From an optimization exercise on the open Yosys and OpenROAD flow, aimed at small area, a short achievable clock period and few clock cycles per item; shortcuts taken in it are not production practice. Function not checked in this run: the RTL went through the layout flow alone.

==> design.v <==
module muldiv_sequencer #(
  parameter bit FAST_SPECIAL = 1'b1,
  parameter int XLEN         = 64
) (
  input  logic        clk_i,
  input  logic        rst_i,
  input  logic        start_i,
  input  logic [2:0]  funct3_i,
  input  logic        word_i,
  input  logic [63:0] op1_i,
  input  logic [63:0] op2_i,
  input  logic        kill_i,
  output logic        stall_o,
  output logic        busy_o,
  output logic        done_o,
  output logic [63:0] result_o
);
  localparam logic [2:0] S_IDLE = 3'd0, S_MUL = 3'd1, S_DPREP = 3'd2, S_DIV = 3'd3,
                         S_DNEG = 3'd4, S_DONE = 3'd5;
  logic [2:0]  state_q, state_d;
  logic [5:0]  cnt_q;         
  logic        last_q;        
  logic        last9_q;       
  logic [1:0]  ncls_q;        
  logic        mulh_q;        
  logic        rem_q;         
  logic        dsgn_q;        
  logic        dnegr_q;       
  logic        word_q;        
  logic        msign_q;       
  logic        bprev_q;       
  logic [64:0] a_q;           
  logic [66:0] o_q;           
  logic        cin_q;
  logic [63:0] hi_q;          
  logic [63:0] lo_q;          
  logic idle, accept;
  assign idle   = (state_q == S_IDLE);
  assign accept = idle & start_i & ~kill_i;
  logic [2:0]  op_in;
  logic        is_div_in, a_signed, b_signed;
  logic [64:0] a_x, b_x;
  logic [1:0]  ncls_a, ncls_b, ncls_m;
  logic        swap;
  function automatic logic [1:0] len_class(input logic [64:0] v);
    if ((&v[64:15]) | ~(|v[64:15]))      len_class = 2'd0;
    else if ((&v[64:31]) | ~(|v[64:31])) len_class = 2'd1;
    else if (v[64] == v[63])             len_class = 2'd2;
    else                                 len_class = 2'd3;
  endfunction
  always_comb begin
    op_in     = (word_i & ~funct3_i[2]) ? 3'b000 : funct3_i;
    is_div_in = op_in[2];
    a_signed  = is_div_in ? ~op_in[0] : ((op_in == 3'b000) | (op_in == 3'b001) | (op_in == 3'b010));
    b_signed  = is_div_in ? ~op_in[0] : ((op_in == 3'b000) | (op_in == 3'b001));
    a_x       = word_i ? {{33{a_signed & op1_i[31]}}, op1_i[31:0]} : {a_signed & op1_i[63], op1_i};
    b_x       = word_i ? {{33{b_signed & op2_i[31]}}, op2_i[31:0]} : {b_signed & op2_i[63], op2_i};
    ncls_a    = len_class(a_x);
    ncls_b    = len_class(b_x);
    swap      = ~is_div_in & (ncls_a < ncls_b);
    ncls_m    = swap ? ncls_a : ncls_b;
  end
  logic [7:0]  mbits;
  logic [73:0] msum;
  logic [73:0] pp [4];
  logic [3:0]  pneg;
  logic        an;
  assign an = dsgn_q & a_q[63];
  always_comb begin
    logic [8:0]  bb;
    logic [2:0]  trip;
    logic [66:0] mag;
    case (state_q)
      S_DPREP: mbits = an ? 8'hFF : 8'h01;    
      S_DNEG:  mbits = 8'hFF;                 
      default: mbits = last9_q ? {8{msign_q}} : lo_q[7:0];
    endcase
    bb = {mbits, bprev_q};
    for (int j = 0; j < 4; j++) begin
      trip = bb[2*j +: 3];
      case (trip)
        3'b001, 3'b010, 3'b101, 3'b110: mag = {{2{a_q[64]}}, a_q};
        3'b011, 3'b100:                 mag = {a_q[64], a_q, 1'b0};
        default:                        mag = '0;
      endcase
      pneg[j] = trip[2] & ~(trip[1] & trip[0]);
      pp[j]   = {{7{mag[66] ^ pneg[j]}}, mag ^ {67{pneg[j]}}} << (2*j);
    end
    msum = {{10{hi_q[63]}}, hi_q} + pp[0] + pp[1] + pp[2] + pp[3]
         + {66'd0, pneg[3], 1'b0, pneg[2], 1'b0, pneg[1], 1'b0, pneg[0]};
  end
  logic [63:0] mhi_n, mlo_n, mres;
  always_comb begin
    logic [127:0] x;
    mhi_n = msum[71:8];
    mlo_n = {msum[7:0], lo_q[63:8]};
    x     = {mhi_n, mlo_n};
    if (!mulh_q) begin
      case (ncls_q)
        2'd0:    mres = x[111:48];
        2'd1:    mres = x[95:32];
        default: mres = x[63:0];
      endcase
    end else begin
      case (ncls_q)
        2'd0:    mres = {{48{x[127]}}, x[127:112]};
        2'd1:    mres = {{32{x[127]}}, x[127:96]};
        2'd2:    mres = x[127:64];
        default: mres = x[119:56];
      endcase
    end
  end
  function automatic logic [6:0] bitlen(input logic [63:0] v);
    bitlen = 7'd0;
    for (int i = 0; i < 64; i++) if (v[i]) bitlen = 7'(i + 1);
  endfunction
  logic        bn, bzero, dneg;
  logic [63:0] ax, bx;
  logic [7:0]  dlen;
  logic [6:0]  dsh;
  logic [66:0] bsh;
  always_comb begin
    bn    = dsgn_q & lo_q[63];
    ax    = a_q[63:0] ^ {64{an}};
    bx    = lo_q ^ {64{bn}};
    bzero = (lo_q == 64'd0);
    dlen  = {1'b0, bitlen(ax)} + {7'd0, an} - {1'b0, bitlen(bx)};
    dneg  = dlen[7];
    dsh   = dlen[6:0] | 7'd1;
    bsh   = ({{3{bn}}, lo_q} << dsh) ^ {67{~bn}};
  end
  logic [67:0] dt1, dt2;
  logic        ge1, ge2;
  logic [63:0] rem1, rem2, qn;
  logic [66:0] o2;
  always_comb begin
    o2   = {o_q[66], o_q[66:1]};
    dt1  = {4'b0000, hi_q} + {o_q[66], o_q} + {67'd0, cin_q};
    ge1  = ~dt1[67];
    rem1 = ge1 ? dt1[63:0] : hi_q;
    dt2  = {4'b0000, rem1} + {o2[66], o2} + {67'd0, cin_q};
    ge2  = ~dt2[67];
    rem2 = ge2 ? dt2[63:0] : rem1;
    qn   = {lo_q[61:0], ge1, ge2};
  end
  always_ff @(posedge clk_i or negedge rst_i) begin
    if (!rst_i) begin
      lo_q   <= '0;
      word_q <= 1'b0;
    end else begin
      if (accept) begin
        lo_q   <= swap ? a_x[63:0] : b_x[63:0];
        word_q <= word_i;
      end else begin
        case (state_q)
          S_MUL: lo_q <= last_q ? mres : mlo_n;
          S_DPREP: begin
            if (bzero)     lo_q <= rem_q ? a_q[63:0] : 64'hFFFF_FFFF_FFFF_FFFF;
            else if (dneg) lo_q <= rem_q ? a_q[63:0] : 64'd0;
            else           lo_q <= 64'd0;
          end
          S_DIV:  lo_q <= (last_q && rem_q) ? rem2 : qn;
          S_DNEG: lo_q <= msum[63:0];
          default: ;
        endcase
      end
    end
  end
  always_ff @(posedge clk_i) begin
    if (accept) begin
      a_q     <= swap ? b_x : a_x;
      hi_q    <= '0;
      msign_q <= swap ? a_x[64] : b_x[64];
      bprev_q <= 1'b0;
      ncls_q  <= ncls_m;
      mulh_q  <= (op_in[1:0] != 2'b00);
      rem_q   <= op_in[1];
      dsgn_q  <= ~op_in[0];
      last9_q <= 1'b0;
      last_q  <= 1'b0;
      case (ncls_m)
        2'd0:    cnt_q <= 6'd1;
        2'd1:    cnt_q <= 6'd3;
        2'd2:    cnt_q <= 6'd7;
        default: cnt_q <= 6'd8;
      endcase
    end else begin
      case (state_q)
        S_MUL: begin
          hi_q    <= mhi_n;
          bprev_q <= lo_q[7];
          cnt_q   <= cnt_q - 6'd1;
          last_q  <= (cnt_q == 6'd1);
          last9_q <= (cnt_q == 6'd1) && (ncls_q == 2'd3);
        end
        S_DPREP: begin
          hi_q    <= msum[63:0];
          o_q     <= bsh;
          cin_q   <= ~bn;
          cnt_q   <= dlen[6:1];
          last_q  <= (dlen[6:1] == 6'd0);
          dnegr_q <= rem_q ? an : (an ^ bn);
        end
        S_DIV: begin
          hi_q   <= (last_q && dnegr_q) ? 64'd0 : rem2;
          a_q    <= {1'b0, rem_q ? rem2 : qn};
          o_q    <= {{2{o_q[66]}}, o_q[66:2]};
          cnt_q  <= cnt_q - 6'd1;
          last_q <= (cnt_q == 6'd1);
        end
        default: ;
      endcase
    end
  end
  always_ff @(posedge clk_i or negedge rst_i) begin
    if (!rst_i) state_q <= S_IDLE;
    else        state_q <= state_d;
  end
  always_comb begin
    state_d = state_q;
    case (state_q)
      S_IDLE:  if (accept) state_d = is_div_in ? S_DPREP : S_MUL;
      S_MUL:   if (last_q) state_d = S_DONE;
      S_DPREP: state_d = (bzero | dneg) ? S_DONE : S_DIV;
      S_DIV:   if (last_q) state_d = dnegr_q ? S_DNEG : S_DONE;
      S_DNEG:  state_d = S_DONE;
      S_DONE:  state_d = S_IDLE;
      default: state_d = S_IDLE;
    endcase
    if (kill_i && state_q != S_IDLE && state_q != S_DONE) state_d = S_IDLE;
  end
  assign busy_o  = (state_q != S_IDLE) & (state_q != S_DONE);
  assign done_o  = (state_q == S_DONE);
  assign stall_o = busy_o | accept;
  assign result_o = {word_q ? {32{lo_q[31]}} : lo_q[63:32], lo_q[31:0]};
endmodule
==> run.sh <==
#!/bin/bash
# synth_recipe.tcl (not shown) runs the flow's synth.tcl, then flattens the netlist and writes it again
# the make line also repeats each setting of config.mk as NAME=value (left out here)
make -C /OpenROAD-flow-scripts/flow DESIGN_CONFIG=/design/flow/config.mk WORK_HOME=/design/flow/orfs CLKGATE_MAP_FILE= SYNTH_SCRIPT=/design/flow/synth_recipe.tcl finish
==> config.mk <==
export PLATFORM = sky130hd
export DESIGN_NAME = muldiv_sequencer
export DESIGN_NICKNAME = muldiv_sequencer
export VERILOG_FILES = /design/flow/design.v
export SDC_FILE = /design/flow/constraint.sdc
export NUM_CORES = 4
export LEC_CHECK = 0
export CAP_MARGIN = 20
export CORE_MARGIN = 2
export CORE_UTILIZATION = 40
export SETUP_SLACK_MARGIN = 5
export SLEW_MARGIN = 20
==> constraint.sdc <==
create_clock -name core_clock -period 10.0 [get_ports {clk_i}]
set_input_delay 2.0000 -clock core_clock [delete_from_list [all_inputs] [get_ports {clk_i}]]
set_output_delay 2.0000 -clock core_clock [all_outputs]
set_load 0.01 [all_outputs]
==> impl_metrics.csv <==
group,metric,value,unit
run_status,status,"no timing/DRC/antenna violations",
synthesis,synth_ff_type,"edfxtp_1",
grt,antenna_found_initial,40,
placement,place.port_buffers,202,
synthesis,synth_area,0.0527,sq mm
placement,dp_hpwl,261000,um
grt,grt_usage,53.2,%
clock_tree,cts.path.max_buffers,3,
worst_setup_path,path_class,"reg2reg",
clock_tree,cts_tree,"done",
clock_tree,clockRootBuffer,"clkbuf_16",
clock_tree,htreeDepth,2,
flow_run,max_cap_violations,0,
timing,fin_crit_sh,79.7,%
synthesis,avgSynthCellArea,7.34,sq um
die,core-area,0.131,sq mm
route,initialDrtViolationCount,11300,
worst_setup_path,critical_path_buf_inv_count,7,
grt,grt_max_degree,85,
worst_setup_path,cp-start-kind,"flip-flop",
timing,worst_slew_pin_slew,1310,ps
die,die_w,367,um
timing,setup_viol,0,
synthesis,synth.distinct_cells,105,
clock_tree,clk_pin_slew,70,ps
hold_path,min_path_type,"reg2reg",
synthesis,async_flop_share,24.2,%
synthesis,synthTopCellsByArea,"edfxtp_1 8.3%, fa_1 7.8%, ha_1 7.0%",
route,drtAntennaViolNets,0,
route,drtPass1Iterations,10,
clock_tree,clk_latency,680,ps
timing,slew_headroom,10.5,%
grt,grt-ovfl-total,0,
cells_and_area,fillers,11400,
synthesis,syn-num-nets,7825,
route,wl_per_cell,39.9,um
cells_and_area,final_nets,8473,
worst_setup_path,worstPathMaxFanout,6,
worst_setup_path,path_delay_family,"compound AO/OA/AOI/OAI gates",
worst_setup_path,slowest_delay,880,ps
synthesis,synth_edf_count,146,
clock_tree,numCtsBuffers,43,
cells_and_area,fin_area,0.0768,sq mm
synthesis,ys_warn_count,2,
grt,grt_pass1_vias,62600,
die,pin_count,203,
timing,final.min_clock_period,7970,ps
placement,dpl-instance-area,0.0587,sq mm
synthesis,synth_cells,7186,
route,vias,69100,
die,row_count,133,
synthesis,synth-seq-cells,281,
hold_path,hp-start,"bprev_q",
timing,fin_hold_ws,553,ps
synthesis,yosys.area.top_type,"edfxtp_1",
die,fp.dieH,367,um
timing,rsz0062_at_grt,"true",
route,via_per_inst,7.16,
die,start_util,40.2,%
worst_setup_path,rr_startpoint,"state_q[0]",
worst_setup_path,critPathSlowestCell,"o211ai_1",
worst_setup_path,cp-end-kind,"flip-flop",
worst_setup_path,worstSetupStartpoint,"state_q[0]",
clock_tree,cts.sinks,281,
route,wirelength,385000,um
grt,grt_pass1_wl,507000,um
timing,skew,24.7,ps
timing,fmax,0.126,GHz
timing,setup_tns,0,ps
synthesis,yosysSeqAreaShare,14.1,%
synthesis,synth_top_cell_area_share,8.31,%
placement,place.gp.congestion,1.16,
route,drc,0,
cells_and_area,syn_to_final_growth,45.6,%
cells_and_area,layout-drive-gt1-share,32.5,%
worst_setup_path,arrival,8550,ps
clock_tree,cts_hold_buf,0,
die,dieArea,0.135,sq mm
timing,drv_slew,0,
worst_setup_path,required,10580,ps
timing,final-hold-violation-count,0,
[cells in the final DEF, fill, tap and decap left out, types with 44 or more instances in the layout]
cell	Yosys	final
buf_4	37	599
nor2_1	632	505
nand2_1	615	504
inv_1	484	462
a21oi_1	619	449
o21ai_0	639	404
xnor2_1	316	248
buf_6	2	234
a22oi_1	293	233
fa_1	206	196
clkdlybuf4s50_1	0	196
xor2_1	211	192
ha_1	297	181
mux2i_1	264	177
edfxtp_1	146	146
o21ai_1	4	136
buf_12	0	115
nor3_1	134	114
a21oi_2	2	109
a21o_1	105	99
nand3_1	114	97
o211ai_1	84	84
ha_4	0	83
nor2_4	0	76
nand4_1	72	72
o21ai_2	0	69
nand2_2	1	63
a21oi_4	0	63
dfrtp_1	68	63
a31oi_1	84	62
a22oi_2	0	60
xnor2_2	1	53
nor2_2	0	51
clkbuf_16	0	51
a211oi_2	1	49
and3_1	59	48
mux2i_4	0	47
a211oi_1	109	44
[cell families after synthesis]
group / share of synthesized area (%)
multiplexers: 7.10
AND/OR/NAND/NOR: 16.2
AO/OA/AOI/OAI: 30.5
buffers and inverters: 8.40
flip-flops: 14.1
adder cells (fa/ha/maj): 14.9
XOR/XNOR: 8.78
[routing by layer]
| layer | global-route usage, % | part of all wire [%] | up-vias |
|---|---|---|---|
| li1 | - | - | 27400 |
| met1 | 61.7 | 34 | 33400 |
| met2 | 71.7 | 38 | 6169 |
| met3 | 25.7 | 16 | 2089 |
| met4 | 47.3 | 12 | 42 |
| met5 | 1.75 | 0.28 | - |
[cell type report]
class / count / area [sq um] / share of cell area, %
multi-input combinational: 5787 / 50400 / 65.7
sequential: 281 / 7500 / 9.76
tap: 1755 / 2200 / 2.86
clock buffer: 53 / 1150 / 1.50
inverter: 490 / 1850 / 2.41
timing repair buffer: 1231 / 13300 / 17.3
clock inverter: 27 / 338 / 0.440
antenna: 22 / 55.1 / 0.0717
[worst register-to-register path: cells and delay by family, from the launching register on]
family	cells	cell delay, ps
buffers and inverters	7	940
flip-flops	1	570
AND/OR/NAND/NOR	3	290
AO/OA/AOI/OAI	13	3840
adder cells (fa/ha/maj)	5	1930
XOR/XNOR	2	290
[stage by stage]
stage	util (%)	cells	setup WS [ps]
2_1_floorplan	-	7186	3380
3_5_place_dp	44.7	8830	262
3_3_place_gp	44.7	8830	292
5_1_grt	58.5	9628	2110
6_report	58.6	9646	2030
4_1_cts	54.2	9389	2520
[worst paths after layout]
path | to | slack [ps] | depth (start not counted)
worst min register to register | bprev_q | 550 | 2
worst max-delay path | lo_q[0] | 2030 | 30
worst max register to register | lo_q[0] | 2030 | 30
min in group asynchronous | lo_q[1] | 1200 | 1
worst min-delay path | bprev_q | 550 | 2
max in group asynchronous | lo_q[27] | 7630 | 3
[registers in the layout, summed over array words and instances, names as in the netlist, 2 cells and up]
| name | cells |
|---|---|
| ncls_q | 2 |
| state_q | 3 |
| cnt_q | 6 |
| o_q | 67 |
| hi_q | 64 |
| lo_q | 64 |
| a_q | 65 |
[synth_stat cells (34+ instances only)]
master and n:
and3_1 59, mux2_2 76, edfxtp_1 146, nand2b_1 34, fa_1 206, a221oi_1 82
o21bai_1 37, buf_2 34, mux2i_1 264, dfrtp_1 68, a31oi_1 84, clkbuf_1 494
ha_1 297, nor3_1 134, nand4_1 72, buf_1 71, o22ai_1 41, a21o_1 105
nor2b_1 44, xnor2_1 316, xor2_1 211, buf_4 37, o221ai_1 55, nand2_1 615
a211oi_1 109, nor4_1 46, or3_1 43, inv_1 484, a22oi_1 293, o21ai_0 639
o211ai_1 84, a21oi_1 619, nor2_1 632, o21a_1 39, nand3_1 114, dfxtp_1 67
[repair_timing]
action | 4_1_cts | 5_1_grt
resized for setup | 1313 | 767
buffers inserted | 433 | 223
pin swaps | 456 | 489
endpoints found under the setup margin | 272 | 276
gates cloned | 46 | 10

==> what the ideal ports hide <==
No port has a modelled driver above. Below, the same layout with a new extraction and two added sets of constraints.
Step 1, drivers: a clkbuf_16 drives clk_i and a buf_2 each remaining input, both assumed.
Step 2 moves the port delays by t, midway between the first and last clock arrival at a register: inputs arrive t later, outputs are due t later. That takes back most of the time a late clock gives input paths.
Three values: ideal, step 1, step 2; two values: the first two.
t, ns: 0.752
slack for setup (ns): 2.033 / 2.033 / 2.033
worst setup path at the end: register to register
clock arrival spread, ns: 0.025 / 0.025
worst slew at a driven data input, ns: 0.11
After both steps setup and hold are still met in this run. The setup slack of this run moves by 0.000 ns with the drivers and by 0.000 ns with both steps.
